What follows belongs to an exercise in optimizing a design on an open flow for small area and a short achievable clock period; a production flow would make more cautious choices. Function was checked by simulation only, so behaviour that the tests miss may differ from the original. Power is estimated from default activity; no workload was simulated.

==> flow/design.v <==
module dmem_bytelane #(
    parameter int ADDR_WIDTH = 32,
    parameter int MEM_WORDS  = 128,
    parameter int LATENCY    = 1
) (
    input  logic                  clk,
    input  logic                  rst_n,
    input  logic                  req,
    input  logic                  we,
    input  logic [1:0]            size,
    input  logic                  sign_ext,
    input  logic [ADDR_WIDTH-1:0] addr,
    input  logic [31:0]           wr_data,
    output logic [31:0]           rd_data,
    output logic                  busy,
    output logic                  done,
    output logic                  err
);
    localparam int IDX_W = $clog2(MEM_WORDS);
    logic unused_addr_bits;
    assign unused_addr_bits = ^addr[ADDR_WIDTH-1:IDX_W+2];
    logic busy_q, done_q, err_q;
    logic accept, misaligned;
    assign accept = req && !busy_q;
    always_comb begin
        case (size)
            2'b00:   misaligned = 1'b0;
            2'b01:   misaligned = addr[0];
            2'b10:   misaligned = (addr[1:0] != 2'b00);
            default: misaligned = 1'b1;
        endcase
    end
    always_ff @(posedge clk or negedge rst_n) begin
        if (!rst_n) begin
            busy_q <= 1'b0;
            done_q <= 1'b0;
            err_q  <= 1'b0;
        end else begin
            busy_q <= accept && !misaligned;
            done_q <= busy_q;
            err_q  <= accept && misaligned;
        end
    end
    logic [3:0] be_d, be_q;
    logic       ld_q;
    always_comb begin
        case (size)
            2'b00:   be_d = 4'b0001 << addr[1:0];
            2'b01:   be_d = addr[1] ? 4'b1100 : 4'b0011;
            default: be_d = 4'b1111;
        endcase
    end
    always_ff @(posedge clk or negedge rst_n) begin
        if (!rst_n) begin
            be_q <= 4'b0000;
            ld_q <= 1'b0;
        end else begin
            be_q <= (accept && !misaligned && we) ? be_d : 4'b0000;
            ld_q <= accept && !misaligned && !we;
        end
    end
    logic [MEM_WORDS-1:0] wsel_q;      
    logic [31:0]          sdata_q;     
    logic [3:0]           lsel_q;      
    logic                 hsel_q;      
    logic                 sub_q;       
    logic                 byte_q;
    logic                 sign_q;
    logic [MEM_WORDS-1:0] wsel_d;
    for (genvar w = 0; w < MEM_WORDS; w++) begin : g_wsel
        assign wsel_d[w] = (addr[IDX_W+1:2] == w);
    end
    always_ff @(posedge clk) begin
        wsel_q <= wsel_d;
        case (size)
            2'b00:   sdata_q <= {4{wr_data[7:0]}};
            2'b01:   sdata_q <= {2{wr_data[15:0]}};
            default: sdata_q <= wr_data;
        endcase
        case (size)
            2'b00:   lsel_q <= 4'b0001 << addr[1:0];
            2'b01:   lsel_q <= addr[1] ? 4'b0100 : 4'b0001;
            default: lsel_q <= 4'b0001;
        endcase
        hsel_q <= (size == 2'b01) && addr[1];
        sub_q  <= (size != 2'b10);
        byte_q <= (size == 2'b00);
        sign_q <= sign_ext;
    end
    logic [MEM_WORDS*32-1:0] mem_q, mem_d;
    logic [MEM_WORDS*4-1:0]  wen, wen_n;
    for (genvar w = 0; w < MEM_WORDS; w++) begin : g_wen
        assign wen[4*w +: 4]   = {4{wsel_q[w]}} & be_q;
        assign wen_n[4*w +: 4] = ~({4{wsel_q[w]}} & be_q);
    end
    for (genvar w = 0; w < MEM_WORDS; w++) begin : g_word
        for (genvar b = 0; b < 32; b++) begin : g_bit
            dmem_ao22 u_next (
                .a0(wen[4*w + b/8]),   .b0(sdata_q[b]),
                .a1(wen_n[4*w + b/8]), .b1(mem_q[32*w + b]),
                .y (mem_d[32*w + b])
            );
        end
    end
    always_ff @(posedge clk) begin
        mem_q <= mem_d;
    end
    localparam int NGRP = (MEM_WORDS + 2) / 3;
    logic [NGRP*32-1:0]    grp_n;
    logic [31:0]           rword;
    for (genvar g = 0; g < NGRP; g++) begin : g_grp
        for (genvar b = 0; b < 32; b++) begin : g_bit
            if (3*g + 2 < MEM_WORDS) begin : g_3
                dmem_aoi222 u_rd (
                    .a0(wsel_q[3*g]),   .b0(mem_q[32*(3*g) + b]),
                    .a1(wsel_q[3*g+1]), .b1(mem_q[32*(3*g+1) + b]),
                    .a2(wsel_q[3*g+2]), .b2(mem_q[32*(3*g+2) + b]),
                    .y (grp_n[32*g + b])
                );
            end else begin : g_2
                dmem_aoi22 u_rd (
                    .a0(wsel_q[3*g]),   .b0(mem_q[32*(3*g) + b]),
                    .a1(wsel_q[3*g+1]), .b1(mem_q[32*(3*g+1) + b]),
                    .y (grp_n[32*g + b])
                );
            end
        end
    end
    for (genvar b = 0; b < 32; b++) begin : g_rword
        logic [NGRP-1:0] col_n;
        for (genvar g = 0; g < NGRP; g++) begin : g_col
            assign col_n[g] = grp_n[32*g + b];
        end
        assign rword[b] = ~&col_n;
    end
    logic [7:0]  b0;
    logic [7:0]  b1;
    logic        msb;
    logic        fill;
    logic [31:0] load_val;
    assign b0   = ({8{lsel_q[0]}} & rword[7:0])   | ({8{lsel_q[1]}} & rword[15:8]) |
                  ({8{lsel_q[2]}} & rword[23:16]) | ({8{lsel_q[3]}} & rword[31:24]);
    assign b1   = hsel_q ? rword[31:24] : rword[15:8];
    assign msb  = byte_q ? b0[7] : b1[7];
    assign fill = sign_q & msb;
    assign load_val[7:0]   = b0;
    assign load_val[15:8]  = byte_q ? {8{fill}} : b1;
    assign load_val[31:16] = sub_q ? {16{fill}} : rword[31:16];
    logic [31:0] rd_data_q;
    always_ff @(posedge clk or negedge rst_n) begin
        if (!rst_n)
            rd_data_q <= 32'd0;
        else if (ld_q)
            rd_data_q <= load_val;
    end
    assign rd_data = rd_data_q;
    assign busy    = busy_q;
    assign done    = done_q;
    assign err     = err_q;
endmodule
module dmem_ao22 (
    input  logic a0, b0, a1, b1,
    output logic y
);
    assign y = (a0 & b0) | (a1 & b1);
endmodule
module dmem_aoi222 (
    input  logic a0, b0, a1, b1, a2, b2,
    output logic y
);
    assign y = ~((a0 & b0) | (a1 & b1) | (a2 & b2));
endmodule
module dmem_aoi22 (
    input  logic a0, b0, a1, b1,
    output logic y
);
    assign y = ~((a0 & b0) | (a1 & b1));
endmodule
==> flow/run.sh <==
#!/bin/bash
# synth_recipe.tcl (not shown) runs the flow's synth.tcl, then flattens the netlist and writes it again
# the make line also repeats each setting of config.mk as NAME=value (left out here)
make -C /OpenROAD-flow-scripts/flow DESIGN_CONFIG=/design/flow/config.mk WORK_HOME=/design/flow/orfs CLKGATE_MAP_FILE= SYNTH_SCRIPT=/design/flow/synth_recipe.tcl finish
==> flow/config.mk <==
export PLATFORM = sky130hd
export DESIGN_NAME = dmem_bytelane
export DESIGN_NICKNAME = dmem_bytelane
export VERILOG_FILES = /design/flow/design.v
export SDC_FILE = /design/flow/constraint.sdc
export NUM_CORES = 4
export LEC_CHECK = 0
export CAP_MARGIN = 20
export CORE_MARGIN = 2
export CORE_UTILIZATION = 45
export PLACE_DENSITY = 0.6
export SLEW_MARGIN = 20
export SYNTH_HIERARCHICAL = 1
==> flow/constraint.sdc <==
create_clock -name core_clock -period 6.5 [get_ports {clk}]
set_input_delay 1.3000 -clock core_clock [delete_from_list [all_inputs] [get_ports {clk}]]
set_output_delay 1.3000 -clock core_clock [all_outputs]
set_load 0.01 [all_outputs]
==> key figures, run 1 <==
Floorplanning
  – # IOs: 106
  – CORE AREA: 321000 sq um
  – DIE AREA: 327000 sq um
  – Die Height: 572 um
  – # rows: 208
  – Die X: 572 um
  – Initial core utilization: 45.2%

STA
  – Hold Fails Final Rpt: 0
  – Post-route setup TNS: 0 ps
  – RSZ-0062 raised after global routing: false
  – Fin crit share: 68.1%
  – Clock skew: 56.4 ps
  – Count of final setup violators: 0
  – Highest clock rate: 226 MHz
  – Slew headroom: 16.3%
  – Slew @ Worst Pin: 1250 ps
  – Slew Viols, Final: 0
  – Final min period: 4420 ps

Yosys
  – Sequential fraction of the synthesis area: 59.6%
  – Seq cells post-synth: 4304
  – Mean Syn Cell Area: 12.4 sq um
  – Mapped Nets: 11800
  – Post-Synthesis Cells: 11700
  – Netlist cell types: 41
  – Synth Warn #: 7
  – Synthesized cell area: 145000 sq um

Critical path
  – CP Max Fanout: 36
  – Critical Path Start Type: register
  – WP buf/inv: 1
  – CP arrival: 5290 ps
  – CP endpoint kind: register
  – CP max-delay cell: a222oi_1
  – Setup CP Type: register to register
  – Top delay family on crit path: compound AO/OA/AOI/OAI gates
  – Flop-to-flop setup slack: 2080 ps
  – WP data required: 7370 ps
  – Critical-path cell list: buf_4 > a222oi_1 > nand4_1 > nor4_2 > a31oi_1 > nor4_4 > o221ai_2 > a22o_1
  – Slowest stage delay, CP: 1010 ps

CTS
  – CTS root buffer: clkbuf_16
  – CTS clk-pin slew, worst paths: 60 ps
  – Clock Sink Count: 4304
  – TritonCTS clock tree: built
  – Hold_buf cts: 0
  – CTS Buffer Depth: 4
  – Post-CTS sizing: 0
  – Clock buffer count from CTS: 435
  – Worst-skew pair later-pin latency: 1000 ps
  – H-tree depth: 5
  – Post CTS Setup Buffer Count: 0

Power and ir drop
  – Switching share of total power: 22.3%
  – Net Switching: 12.5 mW
  – PwrDens: 332 nW/um^2
  – Peak supply drop: 246 uV
  – Clock share of power: 47.9%
  – Sequential Power Share: 49.1%
  – Comb power frac: 3.0%
  – Leakage: 67.2 nW
  – Pint: 43.5 mW

Routing
  – DR vias: 120000
  – Drt drc: 0
  – Routed Antenna Nets: 0
  – DR vias/cell: 7.00
  – WL final: 530 mm
  – WL/cell: 31.0 um
  – Initial drt markers: 19600
  – 1st-pass router iterations: 12

Layout
  – Post-route insts no fill: 17100
  – Layout cell share with drive strength beyond 1: 8.83%
  – Area grow syn2layout: 16.4%
  – Fin nets: 12500

Place
  – Port Buffers: 82
  – Cells after DPL: 16300
  – GP Congestion: 0.961
  – HPWL Detailed: 346 mm

GRT
  – Largest net degree at the start of global routing: 105
  – Global Route Usage Sum: 30.7%
  – First-pass GRT wire length: 769 mm
  – Initial antenna violation count: 15
  – Total grt overflow: 0
  – Vias in the first global route: 115000

Status
  – Status: complete, no violations

Worst hold path
  – Hold WC Path Type: register to register

Run
  – MaxCap Viol Count: 0
==> Yosys stat by module (local to each module, per instance) <==
module | copies in the design | area, sq um | cells inside
dmem_ao22 | 4096 | 8.76 | 1
dmem_aoi22 | 32 | 12.5 | 1
dmem_aoi222 | 1344 | 10.0 | 1
dmem_bytelane | 1 | 95300 | 6240
==> worst register-to-register path, delay by kind of cell (launching register included) <==
family                 cells  cell delay (ps)
AND/OR/NAND/NOR            3             1780
flip-flops                 1              300
buffers and inverters      1              270
AO/OA/AOI/OAI              4             1970
==> flip-flops by register name, summed over array words and instances (netlist names), 4 cells and up <==
name       count
wsel_q       128
lsel_q         4
rd_data_q     32
mem_q       4096
sdata_q       32
be_q           4
==> cells in the mapped netlist <==
cell	n	area share, %
and3_1	3	0.013
clkbuf_1	83	0.21
a41oi_1	2	0.012
dfrtp_1	40	0.69
o211a_1	1	0.0069
nor4_4	1	0.015
nand4_1	328	1.4
buf_2	1	0.0034
nor2b_1	6	0.026
o21a_1	1	0.0052
o311ai_0	1	0.0060
o221ai_2	1	0.010
o21ai_0	9	0.031
inv_1	521	1.3
o22ai_1	1	0.0043
a22oi_2	32	0.28
and3b_1	1	0.0060
buf_6	1	0.0078
mux2i_1	9	0.062
or3_1	1	0.0043
a22oi_1	7	0.036
nor3_1	32	0.11
nor4_2	4	0.035
a21oi_1	9	0.031
a31oi_1	25	0.11
a22o_1	4112	25
nor4_1	60	0.26
nand3b_1	3	0.016
nand3_1	61	0.21
nor2_1	181	0.47
o211ai_1	7	0.036
dfxtp_1	4264	59
buf_1	5	0.013
nor3b_1	2	0.010
nand2b_1	1	0.0043
or3b_2	1	0.0060
or2_1	1	0.0043
nand2_1	533	1.4
o221ai_1	1	0.0060
mux2_2	16	0.12
a222oi_1	1344	9.3
==> metal layers <==
metal / global-route usage (%) / routed length (um) / part of all wire (%)
met4: 16.9 / 31000 / 5.8
met1: 41.3 / 217000 / 41
met5: 0 / 24 / 0.0045
met3: 6.60 / 53900 / 10
met2: 46.0 / 228000 / 43
==> power by group through the flow <==
| stage | Sequential (mW) | Combinational [mW] | Clock (mW) |
|---|---|---|---|
| CTS | 27.5 | 1.64 | 27.1 |
| floorplan | 28.1 | 0.539 | 0 |
| finish | 27.5 | 1.69 | 26.9 |
| global placement | 28.0 | 1.59 | 0 |
| detailed placement | 28.1 | 1.63 | 0 |
| global route | 27.5 | 1.73 | 28.2 |
==> layout make-up <==
cell class	count	area [sq um]
Antenna cell	11	27.5
Clock buffer	620	12800
Timing Repair Buffer	347	2850
Tap cell	4305	5390
Clock inverter	184	2660
Multi-Input combinational cell	6797	56600
Fill cell	27000	152000
Inverter	521	1960
Sequential cell	4304	86500
==> stage by stage <==
step           cell area, sq um  worst slack (ps)  hold slack, ps  utilization, %  total power [mW]
2_1_floorplan            145000              3790             438               -              28.6
3_3_place_gp             153000              2230             417            47.7              29.6
3_5_place_dp             153000              2260             424            47.8              29.7
4_1_cts                  169000              2240             410            52.6              56.2
5_1_grt                  169000              2190             473            52.6              57.5
6_report                 169000              2080             442            52.6              56.1
==> kinds of logic (layout without fill, tap and decap cells) <==
family                 count (synthesis)  in the layout  share of synthesized area (%)
multiplexers                          25             25                          0.186
flip-flops                          4304           4304                           59.6
other                                  0             11                              0
buffers and inverters                611           1672                           1.59
AND/OR/NAND/NOR                     1219           1219                           3.98
AO/OA/AOI/OAI                       5553           5553                           34.7
==> cells in the final DEF (no fill, tap or decap), types with 4 or more instances in the layout <==
cell                n
a22oi_1             7
nand2_1           533
clkdlybuf4s50_1    81
nand4_1           328
clkbuf_8          108
a222oi_1         1344
clkbuf_1           69
dfxtp_4            32
bufinv_16          60
clkinv_8            6
nor4_2             30
nor2b_1             6
nor4_1             31
nor4_4              4
a22o_1           4112
o211ai_1            7
nor3_1             32
o21ai_0             9
buf_4             260
mux2_2             16
clkinv_2           77
clkbuf_16         443
clkinvlp_4         21
a22oi_2            32
inv_1             521
nand3_1            58
diode_2            11
dfrtp_1            36
inv_6              14
mux2i_1             9
dfrtp_4             4
dfxtp_1          4229
nor2_1            180
a21oi_1             9
a31oi_1            25
==> final timing paths <==
kind | end | startpoint | cells past startpoint
setup / recovery | rd_data_q[19] | wsel_q[40] | 8
hold / removal | done_q | busy_q | 0
setup reg to reg | rd_data_q[19] | wsel_q[40] | 8
hold reg to reg | done_q | busy_q | 0
max in group asynchronous | be_q[0] | rst_n | 2
min in group asynchronous | rd_data_q[19] | rst_n | 2
==> run 2: changes to the inputs <==
--- a/flow/config.mk
+++ b/flow/config.mk
@@ -8,6 +8,9 @@
 export CAP_MARGIN = 20
 export CORE_MARGIN = 2
-export CORE_UTILIZATION = 45
-export PLACE_DENSITY = 0.6
+export CORE_UTILIZATION = 55
+export CTS_CLUSTER_DIAMETER = 100
+export CTS_CLUSTER_SIZE = 30
+export PLACE_DENSITY = 0.7
+export SETUP_SLACK_MARGIN = 3.3
 export SLEW_MARGIN = 20
 export SYNTH_HIERARCHICAL = 1
==> key figures, run 2 <==
Status
  – Status: complete, no violations

Power and ir drop
  – PwrDens: 266 nW/um^2 (-20%)
  – Power, Total: 41.8 mW (-25%)
  – Net Switching: 9.79 mW (-22%)
  – Leakage: 62.1 nW (-7.6%)
  – Comb power frac: 3.8% (+0.8 points)
  – Pint: 32.1 mW (-26%)
  – Clock share of power: 30.4% (-18 points)
  – Switching share of total power: 23.4% (+1.1 points)
  – Peak supply drop: 292 uV (+19%)
  – Sequential Power Share: 65.8% (+17 points)

Critical path
  – CP max-delay cell: nor4_4
  – Critical path depth: 10 (+2)
  – Critical Path Start Type: register
  – R2R cell count: 10 (+2)
  – CP endpoint kind: register
  – Setup CP Type: register to register
  – CP arrival: 4420 ps (-870 ps)
  – R2r startpoint: wsel_q[27]
  – WP data required: 7290 ps (-80 ps)
  – Crit path from: wsel_q[27]
  – Top delay family on crit path: simple AND/OR/NAND/NOR gates
  – CP Max Fanout: 8 (-78%)
  – Slowest stage delay, CP: 630 ps (-380 ps)
  – WP buf/inv: 3 (+2)
  – Critical-path cell list: buf_12 > a222oi_1 > nand4_1 > nor4_4 > buf_6 > a31oi_4 > nor4_4 > buf_6 > o221ai_4 > a22o_1

STA
  – Fin crit share: 55.9% (-12 points)
  – Slew headroom: 21.3% (+5.0 points)
  – RSZ-0062 raised after global routing: true
  – Post-route setup TNS: 0 ps (unchanged)
  – Slew @ Worst Pin: 1180 ps (-65.4 ps)
  – Slew Viols, Final: 0 (unchanged)
  – Clock skew: 40.7 ps (-15.7 ps)
  – Highest clock rate: 275 MHz (+22%)
  – Final min period: 3630 ps (-793 ps)
  – Worst hold slack: 450 ps (+8.54 ps)
  – Count of final setup violators: 0 (unchanged)
  – Hold Fails Final Rpt: 0 (unchanged)

Routing
  – 1st-pass router iterations: 11 (-1)
  – Drt drc: 0 (unchanged)
  – DR vias: 118000 (-1.2%)
  – WL final: 497 mm (-6.3%)
  – WL/cell: 31.6 um (+2.0%)
  – Routed Antenna Nets: 0 (unchanged)
  – Initial drt markers: 21400 (+9.0%)
  – DR vias/cell: 7.52 (+7.5%)

GRT
  – Largest net degree at the start of global routing: 117 (+11%)
  – Initial antenna violation count: 24 (+9)
  – Global Route Usage Sum: 35.1% (+4.4 points)
  – Total grt overflow: 0 (unchanged)
  – Met2 Track Usage GR: 51.0% (+5.0 points)
  – First-pass GRT wire length: 726 mm (-5.7%)
  – Vias in the first global route: 112000 (-3.1%)
  – GRT Max-Usage Layer: met2
  – Met1 usage: 47.2% (+5.9 points)
  – M3 GR Usage: 8.93% (+2.3 points)

Worst hold path
  – Hold Path Cell Cnt: 0 (unchanged)
  – Hold Startpoint: busy_q
  – Hold WC Path Type: register to register

Yosys
  – Netlist cell types: 41 (unchanged)
  – Mapped Nets: 11800 (unchanged)
  – Synthesized cell area: 145000 sq um (unchanged)
  – Area leader, netlist: dfxtp_1
  – Top-count cell post-synth: dfxtp_1
  – Synth Warn #: 7 (unchanged)
  – Top cell type's share of synthesized area: 58.9% (unchanged)
  – Sequential fraction of the synthesis area: 59.6% (unchanged)
  – Synth top area cells: dfxtp_1 (59%), a22o_1 (25%), a222oi_1 (9.3%), nand4_1 (1.4%), nand2_1 (1.4%)
  – FFs w/ async S/R, synth: 0.929% (unchanged)
  – Post-Synthesis Cells: 11700 (unchanged)
  – Mean Syn Cell Area: 12.4 sq um (unchanged)
  – Seq cells post-synth: 4304 (unchanged)
  – Top FF cell, synth: dfxtp_1
  – Synth top cells by count: dfxtp_1 (4264), a22o_1 (4112), a222oi_1 (1344)
  – Number of synthesized flops with an enable pin: 0 (unchanged)

CTS
  – CTS Buffer Depth: 3 (-1)
  – Clock Sink Count: 4304 (unchanged)
  – Clock buffer count from CTS: 162 (-63%)
  – CTS clk-pin slew, worst paths: 110 ps (+50 ps)
  – Worst-skew pair later-pin latency: 900 ps (-100 ps)
  – TritonCTS clock tree: built
  – H-tree depth: 4 (-1)
  – CTS root buffer: clkbuf_16

Layout
  – Largest register by flop count: mem_q
  – Fin nets: 12200 (-2.0%)
  – Area grow syn2layout: 8.60%
  – Most common cell after layout, fill and taps aside: dfxtp_1
  – Layout cell share with drive strength beyond 1: 5.40% (-3.4 points)
  – Commonest cells after routing, fill and taps aside: dfxtp_1 (4205), a22o_1 (4112), a222oi_1 (1344)
  – Biggest regs: mem_q x4096, wsel_q x128
  – Util after Layout: 60.0% (+7.4 points)
  – Max reg flops: 4096 (unchanged)
  – Post-route insts no fill: 15700 (-8.1%)

Floorplanning
  – Initial core utilization: 55.3% (+10 points)
  – # rows: 188 (-9.6%)
  – Die X: 517 um (-9.5%)
  – Die Height: 517 um (-9.5%)
  – DIE AREA: 268000 sq um (-18%)
  – # IOs: 106 (unchanged)
  – CORE AREA: 262000 sq um (-18%)

Place
  – GP Congestion: 0.996 (+3.7%)
  – Cells after DPL: 15500 (-4.9%)
  – Port Buffers: 82 (unchanged)
  – HPWL Detailed: 326 mm (-5.8%)

Run
  – MaxCap Viol Count: 0 (unchanged)
[run 2: cell counts after synthesis]
Identical to the previous run, type by type.
[run 2: path summary, 6_finish.rpt]
path	to	slack, ps
min in group asynchronous	rd_data_q[24]	520
worst max-delay path	rd_data_q[17]	2870
worst min-delay path	done_q	450
worst max register to register	rd_data_q[17]	2870
max in group asynchronous	be_q[1]	5420
worst min register to register	done_q	450
[run 2: area by class of cell]
| type | instances | area, sq um |
|---|---|---|
| Fill cell | 20700 | 105000 |
| Inverter | 521 | 1960 |
| Antenna cell | 11 | 27.5 |
| Timing Repair Buffer | 365 | 3190 |
| Sequential cell | 4304 | 86600 |
| Tap cell | 3515 | 4400 |
| Clock inverter | 19 | 298 |
| Clock buffer | 179 | 4130 |
| Multi-Input combinational cell | 6798 | 56900 |
[run 2: through the flow]
stage,instance area [sq um],setup slack (ps)
after floorplan,145000,3790
after global placement,152000,2110
after detailed placement,152000,2110
after CTS,157000,3030
after global routing,157000,2960
final,157000,2870
[run 2: kinds of logic (layout without fill, tap and decap cells)]
group,count (synthesis),in the layout,share of synthesized area [%]
multiplexers,25,25,0.186
buffers and inverters,611,1084,1.59
AO/OA/AOI/OAI,5553,5554,34.7
AND/OR/NAND/NOR,1219,1219,3.98
other,0,11,0
flip-flops,4304,4304,59.6
[run 2: routing by layer]
layer  vias to the layer above  part of all wire (%)
met5                         -                 0.073
met4                        34                   6.7
met3                      1128                    12
met2                      7768                    42
met1                     58700                    39
li1                      50600                     -
[run 2: power groups by stage]
stage                     clock, mW  combinational (mW)  sequential [mW]
final                          12.7                1.58             27.5
after global routing           13.7                1.62             27.6
after CTS                      12.8                1.52             27.5
after detailed placement          0                1.52             28.1
after global placement            0                1.47             28.1
after floorplan                   0               0.539             28.1
[run 2: Yosys stat by module (local to each module, per instance)]
module,copies in the design,cells inside,area (sq um),flip-flops and latches
dmem_ao22,4096,1,8.76,0
dmem_aoi22,32,1,12.5,0
dmem_bytelane,1,6240,95300,4304
dmem_aoi222,1344,1,10.0,0
[run 2: timing repair]
item	in CTS	in global routing
buffers inserted	12	15
cloned	2	3
hold buffers	0	0
resized for setup	112	58
pin swaps	35	38
setup endpoints to repair	53	34

separate check: timing with driven ports:
Ports are ideal in the flow. The routed layouts listed here were re-timed in OpenROAD.
Step 1, drivers: a clkbuf_16 drives clk and a buf_2 each remaining input, both assumed.
Step 2, shift: input delay + t, output delay - t, t = (earliest + latest rising clock arrival at the registers) / 2. This alone moves slack from input paths to output paths.
a / b / c = no drivers / after step 1 / after step 2; a / b = the first two.
run | shift t [ns] | setup slack, ns | clock arrival spread, ns
run 1 | 1.074 | 2.076 / 2.076 / 2.076 | 0.064 / 0.065
run 2 | 0.976 | 2.869 / 2.869 / 2.632 | 0.044 / 0.044
After both steps setup and hold are still met in every run listed. The setup slack of run 2, which loses most, moves by 0.000 ns with the drivers and by -0.237 ns with both steps.
